Source: an optimization exercise on an open RTL-to-GDS flow (aim: small area, a short achievable clock period and few clock cycles). Production flows keep margins and buffers that such runs may drop. In this exercise RTL edits were held to simulation tests only and were not proved equivalent to the original. Power is estimated from default activity; no workload was simulated.

==> flow/design.v (outline; a module is shown in full before it is edited, if it fits) <==
// module apb_host_port: 55 lines
// module topcontrol: 95 lines
// module kernel_buffer: 19 lines
// module feature_window: 27 lines
// module conv_pe_core: 81 lines
// module mac_tree: 4023 lines
// module write2control: 15 lines
// module hwcnn_top: 53 lines
module hwcnn_top (
	input  logic                        clk,
	input  logic                        arst_n,
	input  logic                        apb_psel,
	input  logic                        apb_penable,
	input  logic                        apb_pwrite,
	input  logic [12-1:0]    apb_paddr,
	input  logic [32-1:0]    apb_pwdata,
	output logic                        apb_pready,
	output logic [32-1:0]    apb_prdata,
	output logic                        apb_pslverr,
	input  logic [32-1:0]    instruct,
	input  logic                        inst_empty,
	output logic                        inst_req,
	output logic                        busy
);
  // ...
==> flow/run.sh <==
#!/bin/bash
# synth_recipe.tcl (not shown) runs the flow's synth.tcl, then flattens the netlist and writes it again
# the make line also repeats each setting of config.mk as NAME=value (left out here)
make -C /OpenROAD-flow-scripts/flow DESIGN_CONFIG=/design/flow/config.mk WORK_HOME=/design/flow/orfs CLKGATE_MAP_FILE= SYNTH_SCRIPT=/design/flow/synth_recipe.tcl finish
==> flow/config.mk <==
export PLATFORM = sky130hd
export DESIGN_NAME = hwcnn_top
export DESIGN_NICKNAME = hwcnn_top
export VERILOG_FILES = /design/flow/design.v
export SDC_FILE = /design/flow/constraint.sdc
export NUM_CORES = 4
export LEC_CHECK = 0
export ABC_CLOCK_PERIOD_IN_PS = 2900
export CAP_MARGIN = 20
export CORE_MARGIN = 2
export CORE_UTILIZATION = 60
export CTS_CLUSTER_DIAMETER = 100
export CTS_CLUSTER_SIZE = 20
export SETUP_SLACK_MARGIN = 4.1
export SLEW_MARGIN = 20
==> flow/constraint.sdc <==
create_clock -name core_clock -period 7.0 [get_ports {clk}]
set_input_delay 1.4000 -clock core_clock [delete_from_list [all_inputs] [get_ports {clk}]]
set_output_delay 1.4000 -clock core_clock [all_outputs]
set_load 0.01 [all_outputs]
==> impl_metrics.tcl, run 1 <==
set metrics [dict create \
    placed_cells 8355 \
    cts_tree "done" \
    yosysWarnings 20 \
    busiest_layer "met2" \
    tap_cells 2189 \
    antenna_found_initial 11 \
    dpl_cell_area_sq_um 103000 \
    seq_power_share 0.364 \
    grt_pass1_vias 54320 \
    powerClk_mw 7.19 \
    synth_adder_area_share 0.1221 \
    firstDrtPassIters 5 \
    rsz0062_at_grt "true" \
    status "complete, no violations" \
    max_freq_mhz 337.5 \
    max_stage_delay_ns 0.94 \
    fillers 11790 \
    ys_seq_area_frac 0.5726 \
    largest_cell_class "sequential cells" \
    power.total_mw 52.79 \
    fin_hold_ws_ns 0.3249 \
    pg_comb_mw 26.4 \
    drive_above_1_share 0.1949 \
    finClkSkew_ns 0.03932 \
    fin_crit_ns 2.963 \
    clk_path_buf_depth 3 \
    ys_ff_latch 2103 \
]
Testbench counts, summed over its fixed seeds: cycles 24,014.
==> module apb_host_port, before the edit <==
module apb_host_port (
	input  logic                                 clk,
	input  logic                                 arst_n,
	input  logic [12+32+2:0] apb_req,   
	output logic [32+1:0]             apb_rsp,   
	output logic                                 feat_wr_en,
	output logic [6-1:0]            feat_wr_addr,
	output logic [8-1:0]             feat_wr_data,
	output logic                                 ker_wr_en,
	output logic [$clog2(4*9)-1:0]  ker_wr_addr,
	output logic [8-1:0]             ker_wr_data,
	output logic [5-1:0]             res_rd_addr,
	input  logic [16-1:0]              res_rd_data
);
	localparam int KER_DEPTH = 4 * 9;
	hwcnn_bus_pkg::apb_req_t  req;
	logic                     setup;
	logic                     feat_hit;
	logic                     ker_hit;
	logic                     res_hit;
	logic                     bad;
	logic                     pready_q;
	logic                     pslverr_q;
	logic [16-1:0]  prdata_q;
	logic [8-1:0] wr_data_q;
	logic [5:0]               wr_addr_q;
	assign req   = apb_req;
	assign setup = req.psel && !req.penable;
	assign feat_hit = (req.paddr[11:6] == 6'h00);
	assign ker_hit  = (req.paddr[11:6] == 6'h04) && (req.paddr[5:0] < 6'(KER_DEPTH));
	assign res_hit  = (req.paddr[11:5] == 7'h10);
	assign bad      = req.pwrite ? !(feat_hit || ker_hit) : !res_hit;
	assign res_rd_addr = req.paddr[5-1:0];
	always_ff @(posedge clk or negedge arst_n) begin
		if (!arst_n) begin
			feat_wr_en <= 1'b0;
			ker_wr_en  <= 1'b0;
		end else begin
			feat_wr_en <= setup && req.pwrite && feat_hit;
			ker_wr_en  <= setup && req.pwrite && ker_hit;
		end
	end
	always_ff @(posedge clk) begin
		pready_q  <= setup;
		pslverr_q <= bad;
		prdata_q  <= res_rd_data;
		wr_addr_q <= req.paddr[5:0];
		wr_data_q <= req.pwdata[8-1:0];
	end
	assign feat_wr_addr = wr_addr_q;
	assign feat_wr_data = wr_data_q;
	assign ker_wr_addr  = wr_addr_q;
	assign ker_wr_data  = wr_data_q;
	assign apb_rsp = {pready_q, {{(32-16){prdata_q[16-1]}}, prdata_q}, pslverr_q};
endmodule
==> module conv_pe_core, before the edit <==
module conv_pe_core (
	input  logic                            clk,
	input  logic                            arst_n,
	input  logic [8:0][8-1:0]   window,   
	input  logic [8:0][8-1:0]   kernel,
	input  logic                            col_valid,   
	input  logic [20+$clog2(20):0] pe_ctrl,   
	input  logic [5-1:0]        res_addr,    
	output logic signed [16-1:0]  result,        
	output logic [5-1:0]        result_addr,
	output logic                            result_valid,
	output logic                            pe_busy      
);
	localparam int MAC_LAT = 3;        
	localparam int D       = MAC_LAT + 2;   
	localparam int SUM_W   = 20 + 1;
	localparam int RES_MAX = (1 << (16 - 1)) - 1;
	localparam int RES_MIN = -(1 << (16 - 1));
	hwcnn_pkg::pe_ctrl_t              ctrl0;
	logic signed [20-1:0]   bias_s1;
	logic [$clog2(20)-1:0]  shift_s [1:D];
	logic                             relu_s [1:D];
	logic [5-1:0]         addr_s [1:D];
	logic                             valid_s [1:D];
	logic [SUM_W-1:0]                 acc;
	logic signed [SUM_W-1:0]          acc_c;    
	logic signed [SUM_W-1:0]          shifted;
	logic signed [16-1:0]   res_d;
	logic                             busy_d;
	assign ctrl0 = hwcnn_pkg::pe_ctrl_t'(pe_ctrl);
	always_ff @(posedge clk) begin
		bias_s1    <= ctrl0.bias;
		shift_s[1] <= ctrl0.shift;
		relu_s[1]  <= ctrl0.relu;
		addr_s[1]  <= res_addr;
		for (int s = 2; s <= D; s++) begin
			shift_s[s] <= shift_s[s-1];
			relu_s[s]  <= relu_s[s-1];
			addr_s[s]  <= addr_s[s-1];
		end
	end
	always_ff @(posedge clk or negedge arst_n) begin
		if (!arst_n) begin
			for (int s = 1; s <= D; s++)
				valid_s[s] <= 1'b0;
		end else begin
			valid_s[1] <= col_valid;
			for (int s = 2; s <= D; s++)
				valid_s[s] <= valid_s[s-1];
		end
	end
	always_comb begin
		busy_d = col_valid;
		for (int s = 1; s < D - 1; s++)
			busy_d = busy_d || valid_s[s];
	end
	assign pe_busy = busy_d;
	mac_tree tree (
		.clk  (clk),
		.w    (window),
		.k    (kernel),
		.bias (bias_s1),
		.acc  (acc)
	);
	always_comb begin
		shifted = acc_c >>> shift_s[D][2:0];
		if (relu_s[D] && shifted < 0)
			res_d = '0;
		else if (shifted > RES_MAX)
			res_d = 16'(RES_MAX);
		else if (shifted < RES_MIN)
			res_d = 16'(RES_MIN);
		else
			res_d = 16'(shifted);
	end
	always_ff @(posedge clk)
		acc_c <= $signed(acc) >>> {shift_s[D-1][4:3], 3'b000};
	assign result       = res_d;
	assign result_addr  = addr_s[D];
	assign result_valid = valid_s[D];
endmodule
==> module write2control, before the edit <==
module write2control (
	input  logic                            clk,
	input  logic signed [16-1:0]  result,
	input  logic [5-1:0]        result_addr,
	input  logic                            result_valid,
	input  logic [5-1:0]        res_rd_addr,
	output logic [16-1:0]         res_rd_data
);
	logic [16-1:0]   res_mem [0:(1<<5)-1];
	always_ff @(posedge clk) begin
		if (result_valid)
			res_mem[result_addr] <= result;
	end
	assign res_rd_data = res_mem[res_rd_addr];
endmodule
==> module hwcnn_top, before the edit <==
module hwcnn_top (
	input  logic                        clk,
	input  logic                        arst_n,
	input  logic                        apb_psel,
	input  logic                        apb_penable,
	input  logic                        apb_pwrite,
	input  logic [12-1:0]    apb_paddr,
	input  logic [32-1:0]    apb_pwdata,
	output logic                        apb_pready,
	output logic [32-1:0]    apb_prdata,
	output logic                        apb_pslverr,
	input  logic [32-1:0]    instruct,
	input  logic                        inst_empty,
	output logic                        inst_req,
	output logic                        busy
);
	hwcnn_bus_pkg::apb_req_t                 apb_req;
	hwcnn_bus_pkg::apb_rsp_t                 apb_rsp;
	assign apb_req.psel    = apb_psel;
	assign apb_req.penable = apb_penable;
	assign apb_req.pwrite  = apb_pwrite;
	assign apb_req.paddr   = apb_paddr;
	assign apb_req.pwdata  = apb_pwdata;
	assign apb_pready      = apb_rsp.pready;
	assign apb_prdata      = apb_rsp.prdata;
	assign apb_pslverr     = apb_rsp.pslverr;
	logic                                    feat_wr_en;
	logic [6-1:0]               feat_wr_addr;
	logic [8-1:0]                feat_wr_data;
	logic                                    ker_wr_en;
	logic [$clog2(4*9)-1:0]     ker_wr_addr;
	logic [8-1:0]                ker_wr_data;
	logic [5-1:0]                res_rd_addr;
	logic [16-1:0]                 res_rd_data;
	logic [2:0][1:0]                         rd_lo;
	logic [2:0][3:0][6-3:0]     rd_hi;
	logic                                    col_valid;
	logic [$clog2(4)-1:0]       ker_idx;
	hwcnn_pkg::pe_ctrl_t                     pe_ctrl;
	logic [5-1:0]                res_addr;
	logic                                    pe_busy;
	hwcnn_pkg::window_t                      window;
	hwcnn_pkg::kernel_t                      kernel;
	logic signed [16-1:0]          result;
	logic [5-1:0]                result_addr;
	logic                                    result_valid;
	apb_host_port hport (.*);
	topcontrol tctrl (.*);
	kernel_buffer kbuf (.*);
	feature_window fwin (.*);
	conv_pe_core pec (.*);
	write2control w2c (.*);
endmodule
==> run 2, diff against run 1 <==
--- a/flow/design.v
+++ b/flow/design.v
@@ -60,7 +60,9 @@
 	output logic [$clog2(4*9)-1:0]  ker_wr_addr,
 	output logic [8-1:0]             ker_wr_data,
 	output logic [5-1:0]             res_rd_addr,
-	input  logic [16-1:0]              res_rd_data
+	input  logic [16-1:0]              res_rd_data,
+	input  logic                                 pend_valid,
+	input  logic [5-1:0]             pend_addr
 );
 	localparam int KER_DEPTH = 4 * 9;
 	hwcnn_bus_pkg::apb_req_t  req;
@@ -69,6 +71,7 @@
 	logic                     ker_hit;
 	logic                     res_hit;
 	logic                     bad;
+	logic                     rd_wait;    
 	logic                     pready_q;
 	logic                     pslverr_q;
 	logic [16-1:0]  prdata_q;
@@ -81,6 +84,7 @@
 	assign res_hit  = (req.paddr[11:5] == 7'h10);
 	assign bad      = req.pwrite ? !(feat_hit || ker_hit) : !res_hit;
 	assign res_rd_addr = req.paddr[5-1:0];
+	assign rd_wait     = !req.pwrite && res_hit && pend_valid && (pend_addr == res_rd_addr);
 	always_ff @(posedge clk or negedge arst_n) begin
 		if (!arst_n) begin
 			feat_wr_en <= 1'b0;
@@ -91,7 +95,7 @@
 		end
 	end
 	always_ff @(posedge clk) begin
-		pready_q  <= setup;
+		pready_q  <= (setup && !rd_wait) || (req.psel && req.penable && !pready_q);
 		pslverr_q <= bad;
 		prdata_q  <= res_rd_data;
 		wr_addr_q <= req.paddr[5:0];
@@ -259,7 +263,9 @@
 	output logic signed [16-1:0]  result,        
 	output logic [5-1:0]        result_addr,
 	output logic                            result_valid,
-	output logic                            pe_busy      
+	output logic                            pe_busy,     
+	output logic                            pend_valid,  
+	output logic [5-1:0]        pend_addr    
 );
 	localparam int MAC_LAT = 3;        
 	localparam int D       = MAC_LAT + 2;   
@@ -301,9 +307,11 @@
 	end
 	always_comb begin
 		busy_d = col_valid;
-		for (int s = 1; s < D - 1; s++)
+		for (int s = 1; s < D - 3; s++)
 			busy_d = busy_d || valid_s[s];
 	end
+	assign pend_valid = valid_s[D-1];
+	assign pend_addr  = addr_s[D-1];
 	assign pe_busy = busy_d;
 	mac_tree tree (
 		.clk  (clk),
@@ -4361,12 +4369,13 @@
 	input  logic [5-1:0]        res_rd_addr,
 	output logic [16-1:0]         res_rd_data
 );
-	logic [16-1:0]   res_mem [0:(1<<5)-1];
+	logic [(1<<5)-1:0][16-1:0] res_mem;
 	always_ff @(posedge clk) begin
-		if (result_valid)
-			res_mem[result_addr] <= result;
+		for (int e = 0; e < (1 << 5); e++)
+			if (result_valid && result_addr == 5'(e))
+				res_mem[e] <= result;
 	end
-	assign res_rd_data = res_mem[res_rd_addr];
+	assign res_rd_data = (result_valid && result_addr == res_rd_addr) ? result : res_mem[res_rd_addr];
 endmodule
 `timescale 1ns/1ps
 module hwcnn_top (
@@ -4410,6 +4419,8 @@
 	hwcnn_pkg::pe_ctrl_t                     pe_ctrl;
 	logic [5-1:0]                res_addr;
 	logic                                    pe_busy;
+	logic                                    pend_valid;
+	logic [5-1:0]                pend_addr;
 	hwcnn_pkg::window_t                      window;
 	hwcnn_pkg::kernel_t                      kernel;
 	logic signed [16-1:0]          result;
==> flow/config.mk (replaced) <==
export PLATFORM = sky130hd
export DESIGN_NAME = hwcnn_top
export DESIGN_NICKNAME = hwcnn_top
export VERILOG_FILES = /design/flow/design.v
export SDC_FILE = /design/flow/constraint.sdc
export NUM_CORES = 4
export LEC_CHECK = 0
export ABC_CLOCK_PERIOD_IN_PS = 2600
export CAP_MARGIN = 20
export CORE_MARGIN = 2
export CORE_UTILIZATION = 60
export CTS_CLUSTER_DIAMETER = 100
export CTS_CLUSTER_SIZE = 20
export SETUP_SLACK_MARGIN = 4.4
export SLEW_MARGIN = 20
==> run 2 against run 1 <==
Against the previous run: design area up 2.1%; count of clock-buffer cells in the layout up 12; clock skew up 0.036 ns; combinational power up 5%; synthesized cell count down 5.4%; fmax up 4.6%; critical endpoint is now busy; utilization up 1.4 points; power up 2.6%.
==> impl_metrics.tcl, run 2 <==
set metrics [dict create \
    status "complete, no violations" \
    busiest_layer "met2" \
    die_width_microns 411.0 \
    fin_hold_ws_ns 0.2809 \
    die_y_microns 411.0 \
    r2r-end "pec.tree.r1868" \
    worst-setup-path-type "reg -> out" \
    fin_crit_sh 0.4046 \
    cts.sinks 2103 \
    synth_nets 6651 \
    drt-wirelength-per-cell_microns 31.94 \
    reg2reg_slack_ns 4.28 \
    routabilityCongestion 0.9528 \
    ys_types 70 \
    synth_common_cells "edfxtp_1, mux4_2, dfxtp_1" \
    die_area_sq_um 168900 \
    worstPathRequired_ns 5.60 \
    yosysTopAreaCellShare 0.4435 \
    rsz0062_at_grt "true" \
    ys_seq_area_frac 0.5723 \
    power.total_mw 54.15 \
    max-cap-violations 0 \
    postRouteAntennaNets 0 \
    synth_edf_count 1468 \
    grt_pass1_wl_microns 383600 \
    synthesis.area_sq_um 99400 \
    max_stage_delay_ns 0.51 \
    initial_utilization 0.6031 \
    yosys.area.top_type "edfxtp_1" \
    final_common_cell "edfxtp_1" \
    numPortBuffers 93 \
    synthCells 5937 \
    initialDrtViolationCount 5958 \
    p_leak_nw 39.30 \
    numCtsBuffers 116 \
    cp_num_buf_inv 1 \
    vias 53600 \
    fin_crit_ns 2.832 \
    crit_arrival_ns 1.43 \
    finClkSkew_ns 0.07577 \
    cts.clk_slew.worst_paths_ns 0.09 \
    synth_top_flop_cell "edfxtp_1" \
    tightest_slew_ns 1.122 \
    synth_area_leaders "edfxtp_1, mux4_2, dfxtp_1" \
    avgSynthCellArea_sq_um 16.74 \
    antenna_found_initial 14 \
    grtUsageMet3 0.07707 \
    cts_tree "done" \
    final_cell_mix "edfxtp_1, mux4_2, inv_1" \
    vdd_drop_max_mv 0.3332 \
    drv_slew 0 \
    synth_most_common_cell "edfxtp_1" \
    cts_hold_buf 0 \
    reg2reg_depth 8 \
    r2r_start "pec.tree.r1407" \
    firstDrtPassIters 7 \
    crit_fanout 1 \
    max_freq_mhz 353.1 \
    coreArea_sq_um 164800 \
    grt_max_degree 101 \
    viasPerCell 6.349 \
    hold_viol 0 \
    io_pins 118 \
    min-delay-start "pec.tree.r1862" \
    clock_latency_ns 0.81 \
    hold_class "reg -> reg" \
    dp_hpwl_microns 184200 \
    routed_wl_microns 269600 \
    setup_tns_ns 0 \
    setup_viol 0 \
    powerDensity_nw_per_um2 494.3 \
    overflow 0 \
    ys_ff_latch 2103 \
    maxSlewHeadroom 0.2511 \
    yosysWarnings 20 \
    rows 149 \
    grt_use_met1 0.4489 \
    min_to "pec.tree.r1956" \
    grt_use_total 0.3219 \
    grt_pass1_vias 53960 \
    cp_top_family "flip-flops" \
    async_flop_share 0.009035 \
    finalNetCount 6866 \
    worstSetupEndpointType "primary output" \
    worst_path_max_delay_cell "dfrtp_2" \
    path_cells "buf_6" \
    area_growth_pct 10.22 \
    drive_above_1_share 0.2550 \
    cts_max_level 3 \
    drcViolationCount 0 \
    holdPathStages 0 \
    cts-root-buf "clkbuf_16" \
    grtUsageMet2 0.5012 \
    clk_path_buf_depth 3 \
    startpoint_type "register" \
]
[run 2: how the worst max path moves through the flow]
stage,from,end,slack (ns),cells after the start
after global placement,instruct[27],tctrl.rd_hi[30],2.53,8
after global routing,tctrl.busy,busy,4.13,1
final,tctrl.busy,busy,4.17,1
after CTS,tctrl.busy,busy,4.10,1
after detailed placement,instruct[27],tctrl.rd_hi[30],2.45,8
after floorplan,instruct[20],tctrl.rd_hi[31],3.80,9
[run 2: report_power, final]
| group | internal, mW | switching [mW] | total [mW] |
|---|---|---|---|
| clock | 3.18 | 4.02 | 7.20 |
| combinational | 12.4 | 15.5 | 27.8 |
| sequential | 16.6 | 2.51 | 19.1 |
[run 2: cells by family after synthesis]
group                      count (synthesis)  synth area share
AOI/OAI and AO/OA                        234           0.01464
xor gates and xnor gates                 107          0.009428
adders and majority gates                632            0.1221
buffers and inverters                    887           0.03868
DFF                                     2103            0.5723
muxes                                    877            0.1909
and+or+nand+nor                         1097           0.05199
[run 2: stage by stage]
stage,cells,setup slack (ns),utilization,area (sq um)
floorplan,5937,3.797,-,100000
global placement,8089,2.535,0.6249,103000
detailed placement,8089,2.451,0.6249,103000
CTS,8365,4.099,0.6570,108300
global route,8440,4.127,0.6647,109500
finish,8443,4.168,0.6648,109600
[run 2: final cells by class]
| class | count | area, sq um |
|---|---|---|
| antenna | 4 | 10.01 |
| clock buffer | 204 | 3233 |
| clock inverter | 12 | 203.9 |
| fill | 11390 | 55250 |
| inverter | 617 | 2342 |
| multi-input combinational | 2950 | 39780 |
| sequential | 2103 | 57120 |
| tap | 2189 | 2739 |
| timing repair buffer | 363 | 4110 |
| timing repair inverter | 1 | 8.758 |
[run 2: repair_timing]
action / in CTS / in global routing
endpoints found under the setup margin: 1320 / 628
buffers inserted: 40 / 63
gates resized for setup: 505 / 153
gates cloned: 20 / 8
pin swaps: 48 / 49
[run 2: per-layer routing]
layer,up-vias,wire (microns),part of all wire
li1,22080,-,-
met1,28410,105000,0.39
met2,2593,127400,0.47
met3,514,26190,0.097
met4,8,10960,0.041
met5,-,55,0.00020
Testbench counts of run 2, summed over its fixed seeds: cycles 23,633.
==> run 3, diff against run 2 <==
--- a/flow/config.mk
+++ b/flow/config.mk
@@ -8,7 +8,7 @@
 export ABC_CLOCK_PERIOD_IN_PS = 2600
 export CAP_MARGIN = 20
 export CORE_MARGIN = 2
-export CORE_UTILIZATION = 60
+export CORE_UTILIZATION = 65
 export CTS_CLUSTER_DIAMETER = 100
 export CTS_CLUSTER_SIZE = 20
 export SETUP_SLACK_MARGIN = 4.4
==> run 3 against run 2 <==
Against the previous run: still clean; register-to-register slack hardly changed; fmax about the same; cell count fell by 2.5%; first-iteration DRC count up 23%; non-clock buffer count down 45; design area decreased by 0.28%; flip-flop and latch count did not move.
==> impl_metrics.tcl, run 3 <==
set metrics [dict create \
    viasPerCell 6.582 \
    worstPathRequired_ns 5.60 \
    synthCells 5937 \
    async_flop_share 0.009035 \
    worstSetupEndpointType "primary output" \
    finClkSkew_ns 0.07671 \
    postRouteAntennaNets 0 \
    vdd_drop_max_mv 0.3391 \
    fin_crit_ns 2.830 \
    final_cell_mix "edfxtp_1, mux4_2, inv_1" \
    reg2reg_depth 3 \
    avgSynthCellArea_sq_um 16.74 \
    die_width_microns 395.1 \
    path_cells "buf_8 -> buf_6" \
    synth_edf_count 1468 \
    synthesis.area_sq_um 99400 \
    min_to "pec.shift_s[3][2]" \
    hold_class "reg -> reg" \
    antenna_found_initial 10 \
    rsz0062_at_grt "true" \
    reg2reg_slack_ns 4.29 \
    wl_met2_microns 124400 \
    grt_max_degree 101 \
    die_area_sq_um 156100 \
    max_freq_mhz 353.4 \
    cts.sinks 2103 \
    dpl_cell_area_sq_um 102400 \
    hold_viol 0 \
    worst_path_max_delay_cell "dfxtp_4" \
    tightest_slew_ns 1.075 \
    crit_arrival_ns 1.43 \
    synth_most_common_cell "edfxtp_1" \
    yosysTopAreaCellShare 0.4435 \
    routabilityCongestion 0.9653 \
    io_pins 118 \
    grt_use_total 0.3433 \
    overflow 0 \
    clk_path_buf_depth 3 \
    grt_pass1_vias 54120 \
    clock_latency_ns 0.81 \
    yosysWarnings 20 \
    fin_util 0.7192 \
    drive_above_1_share 0.2546 \
    holdPathStages 0 \
    r2r_start "hport.wr_addr_q[2]" \
    antenna_cells 0 \
    p_leak_nw 39.12 \
    status "complete, no violations" \
    cts.clk_slew.worst_paths_ns 0.08 \
    synth_top_flop_cell "edfxtp_1" \
    fin_area_sq_um 109200 \
    ys_types 70 \
    rows 143 \
    cp_top_family "flip-flops" \
    drcViolationCount 0 \
    final_common_cell "edfxtp_1" \
    finalNetCount 6823 \
    ys_seq_area_frac 0.5723 \
    synth_nets 6651 \
    startpoint_type "register" \
    routed_wl_microns 267300 \
    yosys.area.top_type "edfxtp_1" \
    fin_crit_sh 0.4042 \
    powerDensity_nw_per_um2 493.8 \
    r2r-end "fwin.g_bank[3].fm[13][6]" \
    drt-wirelength-per-cell_microns 32.46 \
    drv_slew 0 \
    numCtsBuffers 116 \
    met1_length_microns 101900 \
    area_growth_pct 9.904 \
    pre_cts_slack_ns 2.529 \
    ys_ff_latch 2103 \
    coreArea_sq_um 151900 \
    die_y_microns 395.1 \
    synth_area_leaders "edfxtp_1, mux4_2, dfxtp_1" \
    firstDrtPassIters 6 \
    max_stage_delay_ns 0.38 \
    min-delay-start "pec.shift_s[2][2]" \
    worst_slack_ns 4.170 \
    cts-root-buf "clkbuf_16" \
    maxSlewHeadroom 0.2821 \
    max-cap-violations 0 \
    grt_pass1_wl_microns 378200 \
    highest_layer "met5" \
    setup_viol 0 \
    cts_tree "done" \
    wl_met3_microns 28980 \
    dp_hpwl_microns 181300 \
    initialDrtViolationCount 7321 \
    synth_common_cells "edfxtp_1, mux4_2, dfxtp_1" \
    crit_fanout 8 \
    numPortBuffers 93 \
    vias 54210 \
    setup_tns_ns 0 \
    worst-setup-path-type "reg -> out" \
    initial_utilization 0.6544 \
    cts_max_level 3 \
    cp_num_buf_inv 2 \
]
## run 3: how the worst max path moves through the flow
| stage | start | end | slack [ns] | cells after the start |
|---|---|---|---|---|
| final | hport.prdata_q[15] | apb_prdata[29] | 4.17 | 2 |
| after global routing | hport.prdata_q[15] | apb_prdata[27] | 4.13 | 2 |
| after CTS | hport.wr_addr_q[3] | fwin.g_bank[3].fm[14][2] | 4.12 | 3 |
| after detailed placement | instruct[27] | tctrl.rd_hi[30] | 2.53 | 8 |
| after global placement | instruct[27] | tctrl.rd_hi[30] | 2.58 | 8 |
| after floorplan | instruct[20] | tctrl.rd_hi[31] | 3.80 | 9 |
## run 3: stage by stage
step                total power, mW  hold slack [ns]  instances
global route                  57.01           0.3339       8236
detailed placement            45.17           0.3121       7877
CTS                           53.02           0.3295       8169
floorplan                     34.99           0.3096       5937
finish                        53.94           0.3253       8236
global placement              44.55           0.3107       7876
## run 3: logic make-up (layout without fill, tap and decap cells)
logic type,after synthesis,count (layout),share of synthesized area
AO/OA/AOI/OAI,234,235,0.01464
XOR/XNOR,107,108,0.009428
adder cells (fa/ha/maj),632,632,0.1221
buffers and inverters,887,1151,0.03868
flip-flops,2103,2103,0.5723
multiplexers,877,877,0.1909
AND/OR/NAND/NOR,1097,1100,0.05199
## run 3: layer usage
metal / GRT usage / vias up
met1: 0.5009 / 28270
met4: 0.1224 / 2
li1: - / 21990
met5: 0 / -
met3: 0.06830 / 593
met2: 0.5274 / 3354
## run 3: worst reg2reg max path: stages (launching register included)
cell,delay [ns]
dfxtp_1,0.58
nor2b_2,0.48
nand3_1,0.60
nor2_2,0.70
## run 3: power by group
part / internal [mW] / switching [mW] / leakage [nW]
combinational: 12.2 / 15.4 / 18.8
clock: 3.23 / 3.99 / 1.63
sequential: 16.6 / 2.53 / 18.7
total: 32.0 / 21.9 / 39.1
## run 3: timing repair
action	CTS	global route
hold buffers	0	0
pin swaps	47	45
hold endpoints to repair	0	0
setup buffers	60	48
gates resized for setup	489	191
gates cloned	17	14
endpoints found under the setup margin	1545	978
## run 3: final cells by class
cell class	instances	area [sq um]
inverters	617	2338
repair buffers	318	3836
multi-input cells	2952	39930
clock inverters	9	200.2
fillers	9416	42660
well taps	2030	2540
clock buffers	206	3262
flip-flops and latches	2103	57130
repair inverters	1	8.758
==> run 4, diff against run 3 <==
--- a/flow/config.mk
+++ b/flow/config.mk
@@ -10,6 +10,6 @@
 export CORE_MARGIN = 2
 export CORE_UTILIZATION = 65
 export CTS_CLUSTER_DIAMETER = 100
-export CTS_CLUSTER_SIZE = 20
+export CTS_CLUSTER_SIZE = 25
 export SETUP_SLACK_MARGIN = 4.4
 export SLEW_MARGIN = 20
==> run 4 against run 3 <==
Against the previous run: non-clock buffer count down 15; clock skew decreased by 0.027 ns; critical path depth unchanged; sequential power hardly changed; critical endpoint unchanged; clock power fell by 9.7%; largest cell class unchanged; cell count decreased by 0.75%; via count is 0.91% lower; area after synthesis unchanged; still clean; combinational power about the same; design area down 0.85%; wire length fell by 0.97%.
==> impl_metrics.tcl, run 4 <==
set metrics [dict create \
    synth_nets 6651 \
    vdd_drop_max_mv 0.3436 \
    max-cap-violations 0 \
    initial_utilization 0.6544 \
    fin_util 0.7130 \
    routed_wl_microns 264700 \
    drive_above_1_share 0.2545 \
    crit_fanout 8 \
    setup_viol 0 \
    postRouteAntennaNets 0 \
    worstSetupEndpointType "primary output" \
    grt_pass1_wl_microns 378500 \
    yosysWarnings 20 \
    final_cell_mix "edfxtp_1, mux4_2, inv_1" \
    fin_hold_ws_ns 0.3269 \
    drt-wirelength-per-cell_microns 32.39 \
    dpl_cell_area_sq_um 102400 \
    final_common_cell "edfxtp_1" \
    coreArea_sq_um 151900 \
    cts_max_level 3 \
    dp_hpwl_microns 181300 \
    antenna_found_initial 15 \
    placed_cells 7877 \
    routabilityCongestion 0.9653 \
    die_area_sq_um 156100 \
    rsz0062_at_grt "true" \
    drv_slew 0 \
    yosysTopAreaCellShare 0.4435 \
    cts-root-buf "clkbuf_16" \
    clock_latency_ns 0.77 \
    ys_ff_latch 2103 \
    hold_class "reg -> reg" \
    die_y_microns 395.1 \
    area_growth_pct 8.966 \
    synth_edf_count 1468 \
    io_pins 118 \
    powerDensity_nw_per_um2 490.7 \
    worst-setup-path-type "reg -> out" \
    numPortBuffers 93 \
    finalNetCount 6787 \
    crit_arrival_ns 1.39 \
    path_cells "buf_8 -> buf_6" \
    cts_hold_buf 0 \
    maxSlewHeadroom 0.2713 \
    drcViolationCount 0 \
    status "complete, no violations" \
    synthCells 5937 \
    finClkSkew_ns 0.05017 \
    async_flop_share 0.009035 \
    die_width_microns 395.1 \
    viasPerCell 6.571 \
    fin_crit_ns 2.792 \
    cts.clk_slew.worst_paths_ns 0.10 \
    synth_most_common_cell "edfxtp_1" \
    fin_crit_sh 0.3989 \
    synth_top_flop_cell "edfxtp_1" \
    worst_slack_ns 4.208 \
    worst_path_max_delay_cell "dfxtp_4" \
    vias 53710 \
    clk_path_buf_depth 3 \
    finalNonFillerCells 8174 \
    grt_use_total 0.3437 \
    avgSynthCellArea_sq_um 16.74 \
    ys_types 70 \
    grt_max_degree 101 \
    synth_common_cells "edfxtp_1, mux4_2, dfxtp_1" \
    fin_area_sq_um 108300 \
    rows 143 \
    p_leak_nw 38.71 \
    setup_tns_ns 0 \
    pre_cts_slack_ns 2.529 \
    cts.sinks 2103 \
    power.total_mw 53.14 \
    tightest_slew_ns 1.093 \
    overflow 0 \
    worstPathRequired_ns 5.60 \
    cp_num_buf_inv 2 \
    startpoint_type "register" \
    yosys.area.top_type "edfxtp_1" \
    ys_seq_area_frac 0.5723 \
    firstDrtPassIters 6 \
    initialDrtViolationCount 6965 \
    max_stage_delay_ns 0.38 \
    hold_viol 0 \
    numCtsBuffers 95 \
    synthesis.area_sq_um 99400 \
    max_freq_mhz 358.1 \
    synth_area_leaders "edfxtp_1, mux4_2, dfxtp_1" \
    cts_tree "done" \
    grt_pass1_vias 53990 \
    cp_top_family "flip-flops" \
]
run 4: cell counts after synthesis:
No cell type changed its count.
run 4: path summary, 6_finish.rpt:
check	start	end	slack, ns	cells after the start
setup / recovery	hport.prdata_q[15]	apb_prdata[29]	4.21	2
hold / removal	pec.shift_s[3][2]	pec.shift_s[4][2]	0.33	0
setup reg to reg	hport.wr_addr_q[2]	fwin.g_bank[3].fm[13][7]	4.28	3
hold reg to reg	pec.shift_s[3][2]	pec.shift_s[4][2]	0.33	0
max in group asynchronous	arst_n	tctrl.bias_set[0]	5.31	1
min in group asynchronous	arst_n	pec.valid_s[5]	1.14	1
run 4: area by class of cell:
| type | instances | area, sq um |
|---|---|---|
| multi-input cells | 2952 | 39930 |
| well taps | 2030 | 2540 |
| repair buffers | 303 | 3533 |
| repair inverters | 1 | 8.758 |
| clock buffers | 158 | 2658 |
| diodes | 2 | 5.005 |
| clock inverters | 8 | 167.7 |
| flip-flops and latches | 2103 | 57130 |
| fillers | 9515 | 43590 |
| inverters | 617 | 2338 |
run 4: logic make-up (layout without fill, tap and decap cells):
logic type,after synthesis,count (layout),synth area share
AO/OA/AOI/OAI,234,235,0.01464
XOR/XNOR,107,108,0.009428
adder cells (fa/ha/maj),632,632,0.1221
buffers and inverters,887,1087,0.03868
flip-flops,2103,2103,0.5723
multiplexers,877,877,0.1909
other,0,2,0
AND/OR/NAND/NOR,1097,1100,0.05199
run 4: worst reg2reg max path, cell delays in order (launching register included):
cell and delay, ns:
dfxtp_1 0.57, nor2b_2 0.49, nand3_1 0.61, nor2_2 0.68
run 4: layer usage:
layer	routed length (microns)	vias up	global-route usage
met5	61	-	0
met2	121900	3093	0.5226
met3	28020	594	0.07530
met1	102400	28130	0.4982
li1	-	21890	-
met4	12380	8	0.1297
run 4: power by group:
part | internal, mW | switching, mW | total [mW]
combinational | 12.1 | 15.4 | 27.5
clock | 2.69 | 3.83 | 6.52
sequential | 16.6 | 2.52 | 19.1
run 4: what timing repair did:
item / in CTS / in global routing
gates cloned: 18 / 10
setup buffers: 63 / 33
gates resized for setup: 481 / 199
pin swaps: 50 / 49
setup endpoints to repair: 1562 / 923
==> run 5, diff against run 4 <==
--- a/flow/config.mk
+++ b/flow/config.mk
@@ -8,7 +8,7 @@
 export ABC_CLOCK_PERIOD_IN_PS = 2600
 export CAP_MARGIN = 20
 export CORE_MARGIN = 2
-export CORE_UTILIZATION = 65
+export CORE_UTILIZATION = 60
 export CTS_CLUSTER_DIAMETER = 100
 export CTS_CLUSTER_SIZE = 25
 export SETUP_SLACK_MARGIN = 4.4
==> run 5 against run 4 <==
Against the previous run: die area increased by 8.2%; design area increased by 0.32%; critical endpoint is now busy; global-route usage decreased by 2.5 points; via count decreased by 0.43%; largest power group unchanged; highest routed layer unchanged; worst hold slack got worse by 0.0059 ns; wire length increased by 0.89%; utilization decreased by 5.4 points; synthesized cell count unchanged; fmax decreased by 2.1%; largest cell class unchanged; area after synthesis unchanged; cell count increased by 2.5%.
==> impl_metrics.tcl, run 5 <==
set metrics [dict create \
    p_int_mw 31.45 \
    finClkSkew_ns 0.03672 \
    dpl_cell_area_sq_um 103000 \
    synth_area_leaders "edfxtp_1, mux4_2, dfxtp_1" \
    pwr-share-comb 0.517 \
    synthesis.area_sq_um 99400 \
    hold_viol 0 \
    drive_above_1_share 0.2545 \
    postRouteAntennaNets 0 \
    initialDrtViolationCount 5748 \
    cts.clk_slew.worst_paths_ns 0.10 \
    ys_seq_area_frac 0.5723 \
    grt_use_total 0.3186 \
    grt_pass1_vias 53250 \
    p_sw_mw 21.71 \
    avgSynthCellArea_sq_um 16.74 \
    path_cells "buf_6" \
    p_leak_nw 38.90 \
    antenna_found_initial 12 \
    worst-setup-path-type "reg -> out" \
    sw_frac_of_total 0.4084 \
    synthCells 5937 \
    overflow 0 \
    ys_ff_latch 2103 \
    drt-wirelength-per-cell_microns 31.87 \
    routabilityCongestion 0.9528 \
    clk_path_buf_depth 3 \
    worstPathRequired_ns 5.60 \
    cts.sinks 2103 \
    yosysWarnings 20 \
    ys_types 70 \
    dp_hpwl_microns 184200 \
    crit_fanout 1 \
    numPortBuffers 93 \
    synth_top_flop_cell "edfxtp_1" \
    vias 53480 \
    worst_path_max_delay_cell "dfrtp_2" \
    seq_power_share 0.360 \
    routed_wl_microns 267100 \
    r2r_start "fwin.window[27]" \
    cp_num_buf_inv 1 \
    finalNonFillerCells 8380 \
    async_flop_share 0.009035 \
    io_pins 118 \
    rows 149 \
    fillers 11500 \
    die_y_microns 411.0 \
    drcViolationCount 0 \
    synth_edf_count 1468 \
    vdd_drop_max_mv 0.3280 \
    placed_cells 8089 \
    firstDrtPassIters 5 \
    cts_hold_buf 0 \
    maxSlewHeadroom 0.2527 \
    pre_cts_slack_ns 2.451 \
    drv_slew 0 \
    synth_most_common_cell "edfxtp_1" \
    yosys.area.top_type "edfxtp_1" \
    critPathCapture "busy" \
    cts_max_level 3 \
    fin_area_sq_um 108700 \
    powerDensity_nw_per_um2 489.2 \
    startpoint_type "register" \
    coreArea_sq_um 164800 \
    p_clk_frac 0.124 \
    cts-root-buf "clkbuf_16" \
    fin_hold_ws_ns 0.3210 \
    max_freq_mhz 350.6 \
    final_common_cell "edfxtp_1" \
    finalNetCount 6824 \
    worst_slack_ns 4.148 \
    crit_arrival_ns 1.45 \
    power.total_mw 53.16 \
    setup_tns_ns 0 \
    fin_crit_sh 0.4075 \
    cts_tree "done" \
    numCtsBuffers 96 \
    area_growth_pct 9.316 \
    max_stage_delay_ns 0.52 \
    worstSetupPathDepth 1 \
    synth_common_cells "edfxtp_1, mux4_2, dfxtp_1" \
    grt_max_degree 101 \
    max-cap-violations 0 \
    r2r-end "pec.tree.r1461" \
    startpoint "tctrl.busy" \
    tightest_slew_ns 1.109 \
    hold_class "reg -> reg" \
    yosysTopAreaCellShare 0.4435 \
    status "complete, no violations" \
    viasPerCell 6.382 \
    rsz0062_at_grt "true" \
    grt_pass1_wl_microns 379300 \
    die_width_microns 411.0 \
    fin_crit_ns 2.852 \
    worstSetupEndpointType "primary output" \
    setup_viol 0 \
    reg2reg_slack_ns 4.33 \
    cp_top_family "flip-flops" \
    die_area_sq_um 168900 \
    initial_utilization 0.6031 \
    reg2reg_depth 5 \
    final_cell_mix "edfxtp_1, mux4_2, inv_1" \
    fin_util 0.6593 \
    clock_latency_ns 0.77 \
    synth_nets 6651 \
]
==> run 5: changes by cell type in the layout (fill, tap and decap cells not counted), moves of 7 or more <==
cell      before  now
buf_12        29   21
buf_2         14    4
buf_6         40   49
clkbuf_1      60   67
dfxtp_2      114  121
buf_4        139  189
nor2_4        19   12
nor2_1       122  156
nor2_2        72   43
==> run 5: cell type report <==
class / count / area [sq um] / area share
antenna: 2 / 5.005 / 0.00004606
clock buffer: 167 / 2731 / 0.02514
clock inverter: 10 / 167.7 / 0.001543
inverter: 617 / 2337 / 0.02151
multi-input combinational: 2948 / 39780 / 0.3661
sequential: 2103 / 57130 / 0.5258
tap: 2189 / 2739 / 0.02521
timing repair buffer: 344 / 3769 / 0.03468
==> run 5: cell families (layout without fill, tap and decap cells) <==
| logic type | count (synthesis) | after routing | synth area share |
|---|---|---|---|
| DFF | 2103 | 2103 | 0.5723 |
| and+or+nand+nor | 1097 | 1097 | 0.05199 |
| buffers and inverters | 887 | 1138 | 0.03868 |
| muxes | 877 | 877 | 0.1909 |
| adders and majority gates | 632 | 632 | 0.1221 |
| AOI/OAI and AO/OA | 234 | 234 | 0.01464 |
| xor gates and xnor gates | 107 | 108 | 0.009428 |
| other | 0 | 2 | 0 |
==> run 5: worst min-delay path by stage <==
stage | startpoint | to | slack (ns) | cells past startpoint
global route | pec.tree.r1862 | pec.tree.r1956 | 0.31 | 0
floorplan | pec.addr_s[1][0] | pec.addr_s[2][0] | 0.31 | 0
CTS | pec.tree.r1862 | pec.tree.r1956 | 0.32 | 0
finish | pec.tree.r1862 | pec.tree.r1956 | 0.32 | 0
global placement | pec.addr_s[1][4] | pec.addr_s[2][4] | 0.31 | 0
detailed placement | pec.addr_s[3][1] | pec.addr_s[4][1] | 0.31 | 0
==> run 5: power groups by stage <==
stage               registers (mW)  logic [mW]  clock network [mW]
floorplan                     17.8        17.2                   0
global placement              19.3        25.6                   0
detailed placement            19.3        26.1                   0
CTS                           19.0        26.8                6.71
global route                  19.3        30.1                7.13
finish                        19.1        27.5                6.58
==> run 5: per-layer routing <==
| layer | track usage | share of wire | up-vias |
|---|---|---|---|
| met5 | 0 | 0.00014 | - |
| met4 | 0.1157 | 0.043 | 6 |
| met3 | 0.06801 | 0.095 | 493 |
| met2 | 0.4959 | 0.47 | 2579 |
| met1 | 0.4516 | 0.39 | 28450 |
| li1 | - | - | 21950 |
==> run 5: timing repair <==
action	4_1_cts	5_1_grt
resized for setup	491	166
pin swaps	45	41
setup buffers	45	43
setup endpoints to repair	1332	519
gates cloned	12	9
==> run 6, diff against run 5 <==
==> flow/config.mk (replaced) <==
export PLATFORM = sky130hd
export DESIGN_NAME = hwcnn_top
export DESIGN_NICKNAME = hwcnn_top
export VERILOG_FILES = /design/flow/design.v
export SDC_FILE = /design/flow/constraint.sdc
export NUM_CORES = 4
export LEC_CHECK = 0
export ABC_CLOCK_PERIOD_IN_PS = 2500
export CAP_MARGIN = 20
export CORE_MARGIN = 2
export CORE_UTILIZATION = 60
export CTS_CLUSTER_DIAMETER = 100
export CTS_CLUSTER_SIZE = 20
export SETUP_SLACK_MARGIN = 4.5
export SLEW_MARGIN = 20
==> run 6 against run 5 <==
Against the previous run: worst hold slack improved by 0.0014 ns; clock power rose by 11%; design area rose by 1.9%; largest cell class unchanged.
==> impl_metrics.tcl, run 6 <==
set metrics [dict create \
    drive_above_1_share 0.2878 \
    clock_latency_ns 0.82 \
    numCtsBuffers 117 \
    ys_seq_area_frac 0.5723 \
    rsz0062_at_grt "true" \
    crit_arrival_ns 1.42 \
    drcViolationCount 0 \
    fin_crit_sh 0.4030 \
    vdd_drop_max_mv 0.3245 \
    powerDensity_nw_per_um2 499.7 \
    die_width_microns 411.0 \
    hold_viol 0 \
    synthCells 5937 \
    cts_hold_buf 0 \
    startpoint_type "register" \
    yosysWarnings 20 \
    synth_edf_count 1468 \
    worstSetupEndpointType "primary output" \
    antenna_found_initial 11 \
    crit_fanout 8 \
    p_leak_nw 39.48 \
    ys_types 70 \
    viasPerCell 6.382 \
    maxSlewHeadroom 0.2937 \
    synth_top_flop_cell "edfxtp_1" \
    synth_common_cells "edfxtp_1, mux4_2, dfxtp_1" \
    drv_slew 0 \
    final_common_cell "edfxtp_1" \
    reg2reg_slack_ns 4.31 \
    max_stage_delay_ns 0.37 \
    finalNetCount 6856 \
    fillers 11190 \
    grt_pass1_wl_microns 385000 \
    max-cap-violations 0 \
    vias 53840 \
    yosys.area.top_type "edfxtp_1" \
    fin_crit_ns 2.821 \
    clk_path_buf_depth 3 \
    setup_tns_ns 0 \
    async_flop_share 0.009035 \
    grt_use_total 0.3240 \
    worst_path_max_delay_cell "dfxtp_4" \
    setup_viol 0 \
    finClkSkew_ns 0.04091 \
    area_growth_pct 11.45 \
    synth_area_leaders "edfxtp_1, mux4_2, dfxtp_1" \
    avgSynthCellArea_sq_um 16.74 \
    tightest_slew_ns 1.052 \
    ys_ff_latch 2103 \
    numPortBuffers 93 \
    max_freq_mhz 354.5 \
    routed_wl_microns 271100 \
    grt_pass1_vias 53800 \
    yosysTopAreaCellShare 0.4435 \
    regArea_sq_um 57270 \
    coreArea_sq_um 164800 \
    firstDrtPassIters 5 \
    cts_tree "done" \
    cts.clk_slew.worst_paths_ns 0.09 \
    synth_nets 6651 \
    rows 149 \
    routabilityCongestion 0.9767 \
    worst-setup-path-type "reg -> out" \
    initialDrtViolationCount 6164 \
    cts_max_level 3 \
    path_cells "buf_8 -> buf_6" \
    cts.sinks 2103 \
    synth_most_common_cell "edfxtp_1" \
    final_cell_mix "edfxtp_1, mux4_2, inv_1" \
    synthesis.area_sq_um 99400 \
    grt_max_degree 101 \
    status "complete, no violations" \
    worstPathRequired_ns 5.60 \
    postRouteAntennaNets 0 \
    power.total_mw 55.36 \
    die_area_sq_um 168900 \
    initial_utilization 0.6031 \
    dp_hpwl_microns 183300 \
    multi_input_area_sq_um 40400 \
    io_pins 118 \
    hold_class "reg -> reg" \
    overflow 0 \
    cts-root-buf "clkbuf_16" \
    drt-wirelength-per-cell_microns 32.13 \
    die_y_microns 411.0 \
]
==> run 6: cell counts after synthesis <==
Identical to the previous run, type by type.
==> run 6: report_power, final <==
part	internal [mW]	leakage [nW]	total (mW)	switching (mW)
clock	3.26	1.66	7.33	4.07
sequential	16.7	18.7	19.2	2.55
combinational	12.9	19.1	28.8	15.9
==> run 6: final cells by class <==
cell class | instances | area share
antenna | 6 | 0.0001355
tap | 2189 | 0.02472
clock buffer | 206 | 0.02964
timing repair buffer | 351 | 0.04062
multi-input combinational | 2952 | 0.3647
sequential | 2103 | 0.5170
clock inverter | 12 | 0.002157
inverter | 617 | 0.02103
==> run 6: repair_timing <==
item,CTS,global route
cloned,30,13
resized for setup,698,234
pin swaps,62,67
buffers inserted,73,41
setup endpoints to repair,1699,1193
==> run 6: final timing paths <==
check,from,end,depth (start not counted)
setup reg to reg,pec.tree.r1555,pec.tree.r1902,8
max in group asynchronous,arst_n,tctrl.inst_v,1
setup / recovery,hport.prdata_q[15],apb_prdata[24],2
min in group asynchronous,arst_n,pec.valid_s[1],1
hold reg to reg,pec.shift_s[3][0],pec.shift_s[4][0],0
hold / removal,pec.shift_s[3][0],pec.shift_s[4][0],0
==> run 6: cells by family (layout without fill, tap and decap cells) <==
family                     after synthesis  after routing  synth area share
DFF                                   2103           2103            0.5723
and+or+nand+nor                       1097           1101           0.05199
buffers and inverters                  887           1186           0.03868
muxes                                  877            877            0.1909
adders and majority gates              632            632            0.1221
AOI/OAI and AO/OA                      234            234           0.01464
xor gates and xnor gates               107            108          0.009428
other                                    0              6                 0
==> run 6: critical path: cells and delay by family (launching register included) <==
kind                   cells  cell delay [ns]
buffers and inverters      2             0.26
DFF                        1             0.37
==> run 6: through the flow <==
| stage | hold slack (ns) | worst slack (ns) | utilization | instance area [sq um] | cells |
|---|---|---|---|---|---|
| CTS | 0.3262 | 4.118 | 0.6634 | 109300 | 8372 |
| global placement | 0.3098 | 2.487 | 0.6237 | 102800 | 8051 |
| floorplan | 0.3096 | 3.797 | - | 100200 | 5937 |
| detailed placement | 0.3121 | 2.454 | 0.6237 | 102800 | 8051 |
| finish | 0.3224 | 4.179 | 0.6722 | 110800 | 8436 |
| global route | 0.3310 | 4.115 | 0.6721 | 110800 | 8431 |
==> run 6: routing by layer <==
| layer | routed length (microns) | share of wire | vias up | global-route usage |
|---|---|---|---|---|
| met5 | 0 | 0 | - | 0 |
| met4 | 11250 | 0.042 | 0 | 0.1139 |
| met3 | 25730 | 0.095 | 517 | 0.06832 |
| met2 | 125100 | 0.46 | 2735 | 0.4933 |
| met1 | 109000 | 0.40 | 28510 | 0.4722 |
| li1 | - | - | 22080 | - |

-- afterwards: timing with drivers on the ports --
The flow's constraints put no driver on any port. The routed layouts listed below were extracted and timed again, unchanged, in two steps. Step 1 assumes that a clkbuf_16 drives the clock port and a buf_2 every other input. Step 2 adds t to the input delays and takes it off the output delays; t is the mean of the earliest and latest rising clock arrival at the registers after step 1. Input paths then give back, and output paths get back, about the clock's delay inside the block. a / b / c = ideal ports / drivers / drivers and shift; a / b = the first two.
run | t, ns | setup WS [ns] | hold WS [ns] | worst setup path at the end
run 1 | 0.879 | 4.037 / 4.037 / 3.165 | 0.325 / 0.325 / 0.325 | input to register
run 2 | 0.858 | 4.168 / 4.076 / 3.405 | 0.281 / 0.281 / 0.281 | input to register
run 3 | 0.851 | 4.170 / 4.090 / 3.389 | 0.325 / 0.325 / 0.325 | input to register
run 4 | 0.841 | 4.208 / 4.115 / 3.401 | 0.327 / 0.327 / 0.327 | input to register
run 5 | 0.837 | 4.148 / 4.061 / 3.401 | 0.321 / 0.321 / 0.321 | input to register
run 6 | 0.891 | 4.179 / 4.090 / 3.403 | 0.322 / 0.322 / 0.322 | input to register
After both steps every run listed still meets setup and hold. The setup slack of run 1, which loses most, moves by 0.000 ns with the drivers and by -0.872 ns with both steps.
